This is an optimization exercise on Yosys and OpenROAD, whose aim is small area, a short achievable clock period and few clock cycles per item, not a production implementation.
The RTL was checked by simulation tests, not by an equivalence proof against the original design.

==> flow/design.v (outline; a module is shown in full before it is edited, if it fits) <==
// module iirt_seq: 92 lines
// module iirt_datapath: 4834 lines
// module iir_filter_transposed_df2: 48 lines
module iir_filter_transposed_df2
#(
  parameter int unsigned TAPS = 4
) (
  input  logic                clk_i,
  input  logic                rst_ni,
  input  logic                s_tvalid_i,
  output logic                s_tready_o,
  input  logic signed [15:0]  s_tdata_i,    
  output logic                m_tvalid_o,
  input  logic                m_tready_i,
  output logic signed [15:0]  m_tdata_o,    
  input  logic                cfg_we_i,
  input  logic [2:0]          cfg_idx_i,
  input  logic signed [17:0]  cfg_data_i
);
  // ...
==> flow/run.sh <==
#!/bin/bash
# synth_recipe.tcl (not shown) runs the flow's synth.tcl, then flattens the netlist and writes it again
# the make line also repeats each setting of config.mk as NAME=value (left out here)
make -C /OpenROAD-flow-scripts/flow DESIGN_CONFIG=/design/flow/config.mk WORK_HOME=/design/flow/orfs CLKGATE_MAP_FILE= SYNTH_SCRIPT=/design/flow/synth_recipe.tcl finish
==> flow/config.mk <==
export PLATFORM = sky130hd
export DESIGN_NAME = iir_filter_transposed_df2
export DESIGN_NICKNAME = iir_filter_transposed_df2
export VERILOG_FILES = /design/flow/design.v
export SDC_FILE = /design/flow/constraint.sdc
export NUM_CORES = 4
export LEC_CHECK = 0
export ABC_AREA = 1
export CAP_MARGIN = 20
export CORE_MARGIN = 2
export CORE_UTILIZATION = 40
export PLACE_DENSITY = 0.6
export SLEW_MARGIN = 20
==> flow/constraint.sdc <==
create_clock -name core_clock -period 9.0 [get_ports {clk_i}]
set_input_delay 1.8000 -clock core_clock [delete_from_list [all_inputs] [get_ports {clk_i}]]
set_output_delay 1.8000 -clock core_clock [all_outputs]
set_load 0.01 [all_outputs]
==> impl_metrics.env, run 1 <==
export IMPL_yosys_area_top_type="sky130_fd_sc_hd__fa_1"
export IMPL_cp_max_fo=17
export IMPL_non_clock_inverter_count=1496
export IMPL_die_area_um2=177200
export IMPL_avgRoutedWirePerCell_um=26.78
export IMPL_r2r_end="u_datapath.y_q[4]"
export IMPL_timing_final_max_slew_violations=0
export IMPL_cts_hold_buf=0
export IMPL_stdcell_area_um2=74570
export IMPL_synth_area_top_cells="sky130_fd_sc_hd__fa_1, sky130_fd_sc_hd__xor2_1, sky130_fd_sc_hd__dfrtp_1"
export IMPL_layout_commonest_cell="sky130_fd_sc_hd__inv_1"
export IMPL_outcome="timing/DRC/antenna clean"
export IMPL_die_w_um=421
export IMPL_kind_of_cell_adding_the_most_delay_to_the_critical_path="adder cells"
export IMPL_ff2ff_setup_slack_ns=1.77
export IMPL_complex_gate_fraction_of_the_synthesized_area_pct=13.18
export IMPL_drt_first_pass_iters=8
export IMPL_first_pass_grt_wire_length_um=389300
export IMPL_largest_net_degree_at_the_start_of_global_routing=168
export IMPL_dr_total_vias=55990
export IMPL_dieHeight_um=421
export IMPL_sh_seq_area_pct=19.85
export IMPL_globalRoute_busiestLayer="met2"
export IMPL_utilization_of_the_core_after_routing_pct=43.04
export IMPL_synthDominantCellAreaShare_pct=30.45
export IMPL_crit_chain="inv_2 > o21ai_1 > o22ai_1 > xor2_1 > fa_1 > inv_1 > fa_1 > inv_1 > fa_1 > fa_1 > inv_1 > fa_1 > ha_1 > nand2_1 > nor2_2 > inv_2 > nor3_2 > nand2_1 > nand2_2 > nand3_2 > nand2_2 > nand3_4 > nand3_1 > nand2_1"
export IMPL_synthesized_netlist_net_count=9008
export IMPL_path_depth=24
export IMPL_synth_async_reset_ratio_pct=59.41
export IMPL_yosys_area_share_adder_pct=33.83
export IMPL_fillCellCount=16940
export IMPL_h_tree_depth=3
export IMPL_global_route_usage_met1_pct=40.43
export IMPL_cp_required_ns=9.58
export IMPL_num_nonclk_buffers=185
export IMPL_worstSetupPathType="flip-flop to flip-flop"
export IMPL_synth_top_family_by_area="adder cells"
export IMPL_holdCritPathClass="flip-flop to flip-flop"
export IMPL_design_core_area_um2=173200
export IMPL_drc=0
Testbench counts, summed over its fixed seeds: cycles 8,096, items 8,000.
==> run 2, diff against run 1 <==
--- a/flow/design.v
+++ b/flow/design.v
@@ -104,97 +104,26 @@
   input  logic              ldp2_i,    
   input  logic              fire_i,    
   input  logic              fl2_i,     
   input  logic              cfg_we_i,
   input  logic [2:0]        cfg_idx_i,
   input  iirt_pkg::coef_t   cfg_data_i,
   output iirt_pkg::sample_t y_o
 );
-  iirt_pkg::coef_t    b0_q, b1_q, b2_q, b3_q, a1_q, a2_q, a3_q;
   iirt_pkg::sample_t  xl_q, y_q, y_d;
   logic [35:0] p0s_q, p0c_q, p1s_q, p1c_q, p2s_q, p2c_q;
   logic [35:0] w1s_q, w1c_q, w2s_q, w2c_q;
-  logic [8:0] b0_one, b0_two, b0_neg;
-  logic [18:0] b0_x;
-  assign b0_x = {b0_q, 1'b0};
-  always_comb begin
-    for (int i = 0; i < 9; i++) begin
-      b0_one[i] = b0_x[2*i+1] ^ b0_x[2*i];
-      b0_two[i] = (b0_x[2*i+2] & ~b0_x[2*i+1] & ~b0_x[2*i]) |
-                     (~b0_x[2*i+2] & b0_x[2*i+1] & b0_x[2*i]);
-      b0_neg[i] = b0_x[2*i+2];
-    end
-  end
-  logic [8:0] b1_one, b1_two, b1_neg;
-  logic [18:0] b1_x;
-  assign b1_x = {b1_q, 1'b0};
-  always_comb begin
-    for (int i = 0; i < 9; i++) begin
-      b1_one[i] = b1_x[2*i+1] ^ b1_x[2*i];
-      b1_two[i] = (b1_x[2*i+2] & ~b1_x[2*i+1] & ~b1_x[2*i]) |
-                     (~b1_x[2*i+2] & b1_x[2*i+1] & b1_x[2*i]);
-      b1_neg[i] = b1_x[2*i+2];
-    end
-  end
-  logic [8:0] b2_one, b2_two, b2_neg;
-  logic [18:0] b2_x;
-  assign b2_x = {b2_q, 1'b0};
-  always_comb begin
-    for (int i = 0; i < 9; i++) begin
-      b2_one[i] = b2_x[2*i+1] ^ b2_x[2*i];
-      b2_two[i] = (b2_x[2*i+2] & ~b2_x[2*i+1] & ~b2_x[2*i]) |
-                     (~b2_x[2*i+2] & b2_x[2*i+1] & b2_x[2*i]);
-      b2_neg[i] = b2_x[2*i+2];
-    end
-  end
-  logic [8:0] b3_one, b3_two, b3_neg;
-  logic [18:0] b3_x;
-  assign b3_x = {b3_q, 1'b0};
-  always_comb begin
-    for (int i = 0; i < 9; i++) begin
-      b3_one[i] = b3_x[2*i+1] ^ b3_x[2*i];
-      b3_two[i] = (b3_x[2*i+2] & ~b3_x[2*i+1] & ~b3_x[2*i]) |
-                     (~b3_x[2*i+2] & b3_x[2*i+1] & b3_x[2*i]);
-      b3_neg[i] = b3_x[2*i+2];
-    end
-  end
-  logic [8:0] a1_one, a1_two, a1_neg;
-  logic [18:0] a1_x;
-  assign a1_x = {a1_q, 1'b0};
-  always_comb begin
-    for (int i = 0; i < 9; i++) begin
-      a1_one[i] = a1_x[2*i+1] ^ a1_x[2*i];
-      a1_two[i] = (a1_x[2*i+2] & ~a1_x[2*i+1] & ~a1_x[2*i]) |
-                     (~a1_x[2*i+2] & a1_x[2*i+1] & a1_x[2*i]);
-      a1_neg[i] = a1_x[2*i+2];
-    end
-  end
-  logic [8:0] a2_one, a2_two, a2_neg;
-  logic [18:0] a2_x;
-  assign a2_x = {a2_q, 1'b0};
-  always_comb begin
-    for (int i = 0; i < 9; i++) begin
-      a2_one[i] = a2_x[2*i+1] ^ a2_x[2*i];
-      a2_two[i] = (a2_x[2*i+2] & ~a2_x[2*i+1] & ~a2_x[2*i]) |
-                     (~a2_x[2*i+2] & a2_x[2*i+1] & a2_x[2*i]);
-      a2_neg[i] = a2_x[2*i+2];
-    end
-  end
-  logic [8:0] a3_one, a3_two, a3_neg;
-  logic [18:0] a3_x;
-  assign a3_x = {a3_q, 1'b0};
-  always_comb begin
-    for (int i = 0; i < 9; i++) begin
-      a3_one[i] = a3_x[2*i+1] ^ a3_x[2*i];
-      a3_two[i] = (a3_x[2*i+2] & ~a3_x[2*i+1] & ~a3_x[2*i]) |
-                     (~a3_x[2*i+2] & a3_x[2*i+1] & a3_x[2*i]);
-      a3_neg[i] = a3_x[2*i+2];
-    end
-  end
+  logic [8:0] b0_one, b0_two, b0_neg;   
+  logic [8:0] b1_one, b1_two, b1_neg;   
+  logic [8:0] b2_one, b2_two, b2_neg;   
+  logic [8:0] b3_one, b3_two, b3_neg;   
+  logic [8:0] a1_one, a1_two, a1_neg;   
+  logic [8:0] a2_one, a2_two, a2_neg;   
+  logic [8:0] a3_one, a3_two, a3_neg;   
   logic ts_a1_p0_0;
   assign ts_a1_p0_0 = (((a1_one[0] & y_q[0]) | (a1_two[0] & 1'b0)) ^ ~a1_neg[0]);
   logic ts_a1_p0_1;
   assign ts_a1_p0_1 = (((a1_one[0] & y_q[1]) | (a1_two[0] & y_q[0])) ^ ~a1_neg[0]);
   logic ts_a1_p0_2;
   assign ts_a1_p0_2 = (((a1_one[0] & y_q[2]) | (a1_two[0] & y_q[1])) ^ ~a1_neg[0]);
   logic ts_a1_p0_3;
   assign ts_a1_p0_3 = (((a1_one[0] & y_q[3]) | (a1_two[0] & y_q[2])) ^ ~a1_neg[0]);
@@ -4858,34 +4787,59 @@
     if (s_ok) begin
       y_d = {s_hi[0], s_lo[28:14]};
     end else if (s_hi[6]) begin
       y_d = 16'sh8000;
     end else begin
       y_d = 16'sh7fff;
     end
   end
+  logic [18:0] cfg_x;
+  logic [8:0]  cfg_one, cfg_two, cfg_neg;
+  assign cfg_x = {cfg_data_i, 1'b0};
+  always_comb begin
+    for (int i = 0; i < 9; i++) begin
+      cfg_one[i] = cfg_x[2*i+1] ^ cfg_x[2*i];
+      cfg_two[i] = (cfg_x[2*i+2] & ~cfg_x[2*i+1] & ~cfg_x[2*i]) |
+                   (~cfg_x[2*i+2] & cfg_x[2*i+1] & cfg_x[2*i]);
+      cfg_neg[i] = cfg_x[2*i+2];
+    end
+  end
   always_ff @(posedge clk_i or negedge rst_ni) begin
     if (!rst_ni) begin
-      b0_q <= iirt_pkg::B0_RESET;
-      b1_q <= '0;
-      b2_q <= '0;
-      b3_q <= '0;
-      a1_q <= '0;
-      a2_q <= '0;
-      a3_q <= '0;
+      b0_one <= 9'h080;
+      b0_two <= 9'h000;
+      b0_neg <= 9'h000;
+      b1_one <= 9'h000;
+      b1_two <= 9'h000;
+      b1_neg <= 9'h000;
+      b2_one <= 9'h000;
+      b2_two <= 9'h000;
+      b2_neg <= 9'h000;
+      b3_one <= 9'h000;
+      b3_two <= 9'h000;
+      b3_neg <= 9'h000;
+      a1_one <= 9'h000;
+      a1_two <= 9'h000;
+      a1_neg <= 9'h000;
+      a2_one <= 9'h000;
+      a2_two <= 9'h000;
+      a2_neg <= 9'h000;
+      a3_one <= 9'h000;
+      a3_two <= 9'h000;
+      a3_neg <= 9'h000;
     end else if (cfg_we_i) begin
       case (cfg_idx_i)
-        3'd0: b0_q <= cfg_data_i;
-        3'd1: b1_q <= cfg_data_i;
-        3'd2: b2_q <= cfg_data_i;
-        3'd3: b3_q <= cfg_data_i;
-        3'd4: a1_q <= cfg_data_i;
-        3'd5: a2_q <= cfg_data_i;
-        3'd6: a3_q <= cfg_data_i;
+        3'd0: begin b0_one <= cfg_one; b0_two <= cfg_two; b0_neg <= cfg_neg; end
+        3'd1: begin b1_one <= cfg_one; b1_two <= cfg_two; b1_neg <= cfg_neg; end
+        3'd2: begin b2_one <= cfg_one; b2_two <= cfg_two; b2_neg <= cfg_neg; end
+        3'd3: begin b3_one <= cfg_one; b3_two <= cfg_two; b3_neg <= cfg_neg; end
+        3'd4: begin a1_one <= cfg_one; a1_two <= cfg_two; a1_neg <= cfg_neg; end
+        3'd5: begin a2_one <= cfg_one; a2_two <= cfg_two; a2_neg <= cfg_neg; end
+        3'd6: begin a3_one <= cfg_one; a3_two <= cfg_two; a3_neg <= cfg_neg; end
         default: ;
       endcase
     end
   end
   always_ff @(posedge clk_i) begin
     if (ldb_i) begin
       p0s_q <= tp0_ra;
       p0c_q <= tp0_rb;
==> flow/flow/run.sh (new file) <==
#!/bin/bash
# Layout flow: the standard flow, with one netlist step between synthesis
# and floorplan: flow/fapol.py builds full adders on complemented inputs where
# that removes inverters between them (a full adder is self-dual), which the
# adder extraction of the standard synthesis leaves behind.
set -euo pipefail
here=$(pwd)
res=$here/orfs/results/${FLOW_PLATFORM}/iir_filter_transposed_df2/base
bash standard.sh synth > "$here/synth.log" 2>&1
cp "$res/1_2_yosys.v" "$here/1_2_yosys.orig.v"
python3 flow/fapol.py "$here/1_2_yosys.orig.v" "$res/1_2_yosys.v" > "$here/fapol.log" 2>&1
touch "$res/1_2_yosys.v"
bash standard.sh > "$here/layout.log" 2>&1
==> flow/flow/fapol.py (new file) <==
#!/usr/bin/env python3
"""Polarity optimisation of full adders in a flat gate-level Verilog netlist.

A full adder is self-dual: FA(~a, ~b, ~c) = (~sum, ~cout). Yosys's adder
extraction leaves many inverters between full adders. This script chooses,
for each full adder, whether to build it on the complemented inputs (which
complements its outputs), so that as few inverters as possible are needed,
then rewrites the netlist with one inverter per net that is needed in the
other polarity.

usage: fapol.py IN.v OUT.v
"""

import re
import sys

INV_RE = re.compile(r"^sky130_fd_sc_hd__(clk)?inv_\d+$")
FA_RE = re.compile(r"^sky130_fd_sc_hd__fa_\d+$")
OUTPINS = {"X", "Y", "Q", "Q_N", "SUM", "COUT", "HI", "LO"}


def parse(text):
    m = re.search(r"\bmodule\s+(\S+)\s*\((.*?)\);(.*)\bendmodule", text, re.S)
    name, ports, body = m.group(1), m.group(2), m.group(3)
    stmts = []
    pos = 0
    # split body into statements ending with ';'
    for s in re.finditer(r"(.*?);", body, re.S):
        stmts.append(s.group(1).strip())
    return name, ports, stmts


def main():
    src, dst = sys.argv[1], sys.argv[2]
    text = open(src).read()
    modname, ports, stmts = parse(text)
    decls, assigns, insts = [], [], []
    cell_re = re.compile(r"^(\S+)\s+(\S+)\s*\((.*)\)$", re.S)
    pin_re = re.compile(r"\.(\w+)\s*\(\s*(.*?)\s*\)\s*(?:,|$)", re.S)
    for s in stmts:
        if not s:
            continue
        w = s.split(None, 1)[0]
        if w in ("input", "output", "wire", "inout", "reg"):
            decls.append(s)
        elif w == "assign":
            assigns.append(s)
        else:
            m = cell_re.match(s)
            if not m:
                raise SystemExit("cannot parse: " + s[:200])
            typ, nm, body = m.group(1), m.group(2), m.group(3)
            pins = [(p, n.strip()) for p, n in pin_re.findall(body)]
            insts.append([typ, nm, pins])

    inv = {}      # inverter name -> (a, y)
    driver = {}   # net -> inst name
    for typ, nm, pins in insts:
        for p, n in pins:
            if p in OUTPINS:
                driver[n] = nm
        if INV_RE.match(typ):
            d = dict(pins)
            inv[nm] = (d["A"], d["Y"])
    inv_out = {y: a for (a, y) in inv.values()}

    def root(n):
        par = 0
        seen = 0
        while n in inv_out and seen < 100:
            n = inv_out[n]
            par ^= 1
            seen += 1
        return n, par

    # nets read by assigns count as consumers that need the literal as is
    assign_reads = []
    for a in assigns:
        m = re.match(r"assign\s+(.*?)\s*=\s*(.*)$", a, re.S)
        assign_reads.append(m.group(2).strip())

    fa_names = [nm for typ, nm, pins in insts if FA_RE.match(typ)]
    flip = {nm: 0 for nm in fa_names}
    inst_by = {nm: (typ, pins) for typ, nm, pins in insts}
    # consumer list: (inst, pin index, root, parity)
    uses = {}     # root -> list of [inst, pin, parity]
    for typ, nm, pins in insts:
        if nm in inv:
            continue
        for p, n in pins:
            if p in OUTPINS:
                continue
            r, par = root(n)
            uses.setdefault(r, []).append([nm, p, par])
    for n in assign_reads:
        r, par = root(n)
        if par:
            uses.setdefault(r, []).append(["<assign>", n, par])

    def phys(r):
        d = driver.get(r)
        return flip.get(d, 0) if d is not None else 0

    def need(u):
        # physical polarity the consumer needs on root r
        nm, p, par = u
        return par ^ flip.get(nm, 0)

    def cost_root(r):
        ph = phys(r)
        return 1 if any(need(u) != ph for u in uses.get(r, [])) else 0

    fa_in = {}
    fa_out = {}
    for nm in fa_names:
        typ, pins = inst_by[nm]
        d = dict(pins)
        fa_in[nm] = [root(d[p])[0] for p in ("A", "B", "CIN")]
        fa_out[nm] = [d[p] for p in ("SUM", "COUT") if p in d]

    before = sum(cost_root(r) for r in uses)
    touched = {nm: set(fa_in[nm]) | set(fa_out[nm]) for nm in fa_names}

    def local(order, accept_equal):
        improved = True
        it = 0
        while improved and it < 50:
            improved = False
            it += 1
            for nm in order:
                c0 = sum(cost_root(r) for r in touched[nm])
                flip[nm] ^= 1
                c1 = sum(cost_root(r) for r in touched[nm])
                if c1 < c0:
                    improved = True
                elif c1 == c0 and accept_equal and rng.random() < 0.5:
                    pass
                else:
                    flip[nm] ^= 1

    import random
    rng = random.Random(1)
    local(fa_names, False)
    best = dict(flip)
    best_cost = sum(cost_root(r) for r in uses)
    for rnd in range(int(sys.argv[3]) if len(sys.argv) > 3 else 20):
        order = list(fa_names)
        rng.shuffle(order)
        local(order, True)
        local(order, False)
        c = sum(cost_root(r) for r in uses)
        if c < best_cost:
            best_cost = c
            best = dict(flip)
        else:
            flip.clear()
            flip.update(best)
    flip.clear()
    flip.update(best)
    after = sum(cost_root(r) for r in uses)
    sys.stderr.write(f"fapol: {len(inv)} inverters before, {before} needed as is, "
                     f"{after} after flipping {sum(flip.values())} of {len(fa_names)} full adders\n")

    # rewrite
    newinv = {}
    out_insts = []
    k = 0
    for typ, nm, pins in insts:
        if nm in inv:
            continue
        newpins = []
        for p, n in pins:
            if p in OUTPINS:
                newpins.append((p, n))
                continue
            r, par = root(n)
            want = par ^ flip.get(nm, 0)
            if want != phys(r):
                if r not in newinv:
                    k += 1
                    newinv[r] = f"_fapol_n{k}_"
                newpins.append((p, newinv[r]))
            else:
                newpins.append((p, r))
        out_insts.append((typ, nm, newpins))
    # assigns: rewrite reads through inverters
    new_assigns = []
    for a in assigns:
        m = re.match(r"assign\s+(.*?)\s*=\s*(.*)$", a, re.S)
        lhs, rhs = m.group(1), m.group(2).strip()
        r, par = root(rhs)
        if r != rhs or par:
            if par != phys(r):
                if r not in newinv:
                    k += 1
                    newinv[r] = f"_fapol_n{k}_"
                rhs = newinv[r]
            else:
                rhs = r
        elif phys(r):
            if r not in newinv:
                k += 1
                newinv[r] = f"_fapol_n{k}_"
            rhs = newinv[r]
        new_assigns.append(f"assign {lhs} = {rhs} ")

    with open(dst, "w") as f:
        f.write(f"module {modname}({ports});\n")
        for d in decls:
            f.write(f"  {d} ;\n")
        for r, n in newinv.items():
            f.write(f"  wire {n} ;\n")
        for a in new_assigns:
            f.write(f"  {a} ;\n")
        for typ, nm, pins in out_insts:
            body = ",\n    ".join(f".{p}({n} )" for p, n in pins)
            f.write(f"  {typ} {nm} (\n    {body}\n  );\n")
        for i, (r, n) in enumerate(newinv.items()):
            f.write(f"  sky130_fd_sc_hd__inv_1 _fapol_i{i}_ (\n    .A({r} ),\n    .Y({n} )\n  );\n")
        f.write("endmodule\n")
    sys.stderr.write(f"fapol: wrote {len(newinv)} inverters\n")


main()
==> flow/standard.sh (new file) <==
#!/bin/bash
# synth_recipe.tcl (not shown) runs the flow's synth.tcl, then flattens the netlist and writes it again
# the make line also repeats each setting of config.mk as NAME=value (left out here)
make -C /OpenROAD-flow-scripts/flow DESIGN_CONFIG=/design/flow/config.mk WORK_HOME=/design/flow/orfs CLKGATE_MAP_FILE= SYNTH_SCRIPT=/design/flow/synth_recipe.tcl "${@:-finish}"
--- a/flow/config.mk
+++ b/flow/config.mk
@@ -5,9 +5,10 @@
 export SDC_FILE = /design/flow/constraint.sdc
 export NUM_CORES = 4
 export LEC_CHECK = 0
 export ABC_AREA = 1
 export CAP_MARGIN = 20
 export CORE_MARGIN = 2
 export CORE_UTILIZATION = 40
 export PLACE_DENSITY = 0.6
+export SETUP_SLACK_MARGIN = 2
 export SLEW_MARGIN = 20
removed: flow/run.sh
==> run 2 against run 1 <==
Synthesized cell count is 9.2% lower. Global-route usage up 0.81 points. Highest routed layer unchanged. Still clean on timing, DRC and antenna. Worst setup slack better by 0.97 ns.
==> impl_metrics.env, run 2 <==
export IMPL_critical_path_most_common_cell="sky130_fd_sc_hd__fa_1"
export IMPL_grt_antenna_before_repair=16
export IMPL_mostFrequentLayoutCells="sky130_fd_sc_hd__xor2_1, sky130_fd_sc_hd__fa_1, sky130_fd_sc_hd__o22ai_1"
export IMPL_clk_latency_ns=0.75
export IMPL_grt_use_total_pct=30.52
export IMPL_drt_first_pass_iters=7
export IMPL_cts_root_to_sink_buffers=3
export IMPL_number_of_i_o_pins=60
export IMPL_maxCapViolations=0
export IMPL_worstSetupPathType="flip-flop to flip-flop"
export IMPL_number_of_global_route_vias_before_repair=53910
export IMPL_kind_of_cell_adding_the_most_delay_to_the_critical_path="adder cells"
export IMPL_tritoncts_num_buffers=79
export IMPL_sequential_cell_area_um2=16380
export IMPL_routed_wl_um=264800
export IMPL_first_pass_grt_wire_length_um=386300
export IMPL_final_setup_skew_ns=0.06519
export IMPL_worst_min_path_start="u_datapath.w1c_q[0]"
export IMPL_grt_overflow_total=0
export IMPL_fmax_mhz=159.6
export IMPL_final_min_clock_period_ns=6.266
export IMPL_place_port_buffers=59
export IMPL_gp_routability_congestion=0.9943
export IMPL_postLayoutSetupSlackWorst_ns=2.734
export IMPL_detail_route_iter0_violations=7132
export IMPL_syn_cell_area_um2=68560
export IMPL_timing_critical_path_arrival_ns=6.85
export IMPL_cts_repair_resized=0
export IMPL_critical_path_startpoint="u_datapath.y_q[14]"
export IMPL_critical_path_slowest_cell="sky130_fd_sc_hd__fa_1"
export IMPL_postCtsSetupRepairBufs=0
export IMPL_finalNetCount=8008
export IMPL_cts_hold_buf=0
export IMPL_avgRoutedWirePerCell_um=29.38
export IMPL_cp_start_kind="flip-flop"
export IMPL_route_detailed_vias_per_inst=5.924
export IMPL_max_slew_margin_pct=18.88
export IMPL_utilization_of_the_core_after_routing_pct=43.27
export IMPL_stdcell_area_um2=73500
export IMPL_postSynthCellCount=7011
export IMPL_final_setup_viol_count=0
export IMPL_clkSinkCount=610
export IMPL_cts_clk_slew_worst_paths_ns=0.07
export IMPL_fin_tns_setup_ns=0
export IMPL_ant_nets=0
export IMPL_critPathBufInv=5
export IMPL_worst_r2r_startpoint="u_datapath.y_q[14]"
export IMPL_synthesized_netlist_net_count=8296
export IMPL_rows=151
export IMPL_cp_max_fo=32
export IMPL_hold_violations=0
export IMPL_design_core_area_um2=169800
export IMPL_critPathCaptureType="flip-flop"
export IMPL_multi_input_comb_area_um2=46800
export IMPL_clockRootBuffer="sky130_fd_sc_hd__clkbuf_16"
export IMPL_yosysWarnings=2
export IMPL_die_w_um=418.0
export IMPL_dr_total_vias=53380
export IMPL_cp_required_ns=9.58
export IMPL_timing_worst_slew_pin_value_ns=1.214
export IMPL_timing_critical_path_slowest_cell_delay_ns=0.58
export IMPL_die_area_um2=174700
export IMPL_start_util_pct=40.37
export IMPL_rsz0062_at_grt="no"
export IMPL_place_worst_setup_slack_ns=2.815
export IMPL_drc=0
export IMPL_holdCritPathClass="flip-flop to flip-flop"
export IMPL_fraction_of_final_layout_cells_with_drive_strength_greater_than_1_pct=4.949
export IMPL_detailed_place_area_um2=70780
export IMPL_layout_commonest_cell="sky130_fd_sc_hd__xor2_1"
export IMPL_tritoncts="built"
export IMPL_dieHeight_um=418.0
export IMPL_postSynthAreaPerCell_um2=9.779
export IMPL_area_growth_syn_to_layout_pct=7.199
export IMPL_largest_net_degree_at_the_start_of_global_routing=152
export IMPL_crit_chain="inv_2 > buf_4 > o22ai_1 > xor2_1 > fa_1 > inv_1 > fa_1 > fa_1 > fa_1 > fa_1 > ha_1 > a21oi_1 > inv_1 > nor2_1 > nand2_1 > a21oi_2 > nand2_2 > inv_1 > nand2_1 > nand2_2 > nand3_4 > nand3_1 > nand2_1"
export IMPL_h_tree_depth=3
export IMPL_outcome="timing/DRC/antenna clean"
export IMPL_fillCellCount=16170
export IMPL_post_route_period_util_pct=69.63
export IMPL_timing_final_max_slew_violations=0
export IMPL_dp_final_hpwl_um=197500
run 2: stage by stage:
| stage | instances | hold WS, ns |
|---|---|---|
| after floorplan | 7011 | 0.4231 |
| after global routing | 9008 | 0.4908 |
| final | 9011 | 0.4792 |
| after global placement | 8859 | 0.4292 |
| after detailed placement | 8860 | 0.4436 |
| after CTS | 9007 | 0.4719 |
run 2: path summary, 6_finish.rpt:
kind / endpoint / slack, ns / depth (start not counted)
min in group asynchronous: u_datapath.b0_neg[5] / 1.06 / 1
min: u_datapath.w1c_q[0] / 0.48 / 2
max in group asynchronous: u_datapath.a1_neg[8] / 6.49 / 2
max: u_datapath.y_q[2] / 2.73 / 23
max reg2reg: u_datapath.y_q[2] / 2.73 / 23
min reg2reg: u_datapath.w1c_q[0] / 0.48 / 2
run 2: layout make-up:
class,instances,area share (%)
multi-input combinational,4952,63.68
sequential,610,22.28
inverter,929,4.744
tap,2218,3.776
clock buffer,108,3.105
timing repair buffer,151,1.833
clock inverter,39,0.5703
antenna,4,0.01362
run 2: worst min-delay path, stage by stage (launching register included):
cell	delay (ns)
sky130_fd_sc_hd__dfrtp_1	0.34
sky130_fd_sc_hd__nand2_1	0.06
sky130_fd_sc_hd__nand2_1	0.05
run 2: routing by layer:
layer	part of all wire [%]	GRT usage (%)	vias up
met4	6.3	15.93	6
met1	38	40.49	26930
li1	-	-	22400
met3	14	11.95	624
met2	41	42.89	3414
met5	0.016	0	-
Testbench counts of run 2, summed over its fixed seeds: cycles 8,096, items 8,000.

[port drivers added, routing unchanged]
The results above use ideal ports. As a check the final layouts listed here were re-extracted and re-timed, cells and wires unchanged.
Step 1 sets driving cells, clkbuf_16 on the clock port and buf_2 on the other inputs (assumed; they add their load-dependent delay and slew).
Step 2 adds t to the input delays and takes it off the output delays; t is the mean of the earliest and latest rising clock arrival at the registers after step 1. Input paths then give back, and output paths get back, about the clock's delay inside the block.
Three values: ideal ports, drivers, drivers and shift; two values: the first two.
| run | t (ns) | setup slack, ns | slew at the worst register clock pin (ns) | worst data-port slew with drivers (ns) |
|---|---|---|---|---|
| run 1 | 0.770 | 1.767 / 1.767 / 1.767 | 0.07 / 0.07 | 0.06 |
| run 2 | 0.817 | 2.734 / 2.734 / 2.734 | 0.07 / 0.07 | 0.06 |
After both steps setup and hold are still met in every run listed.
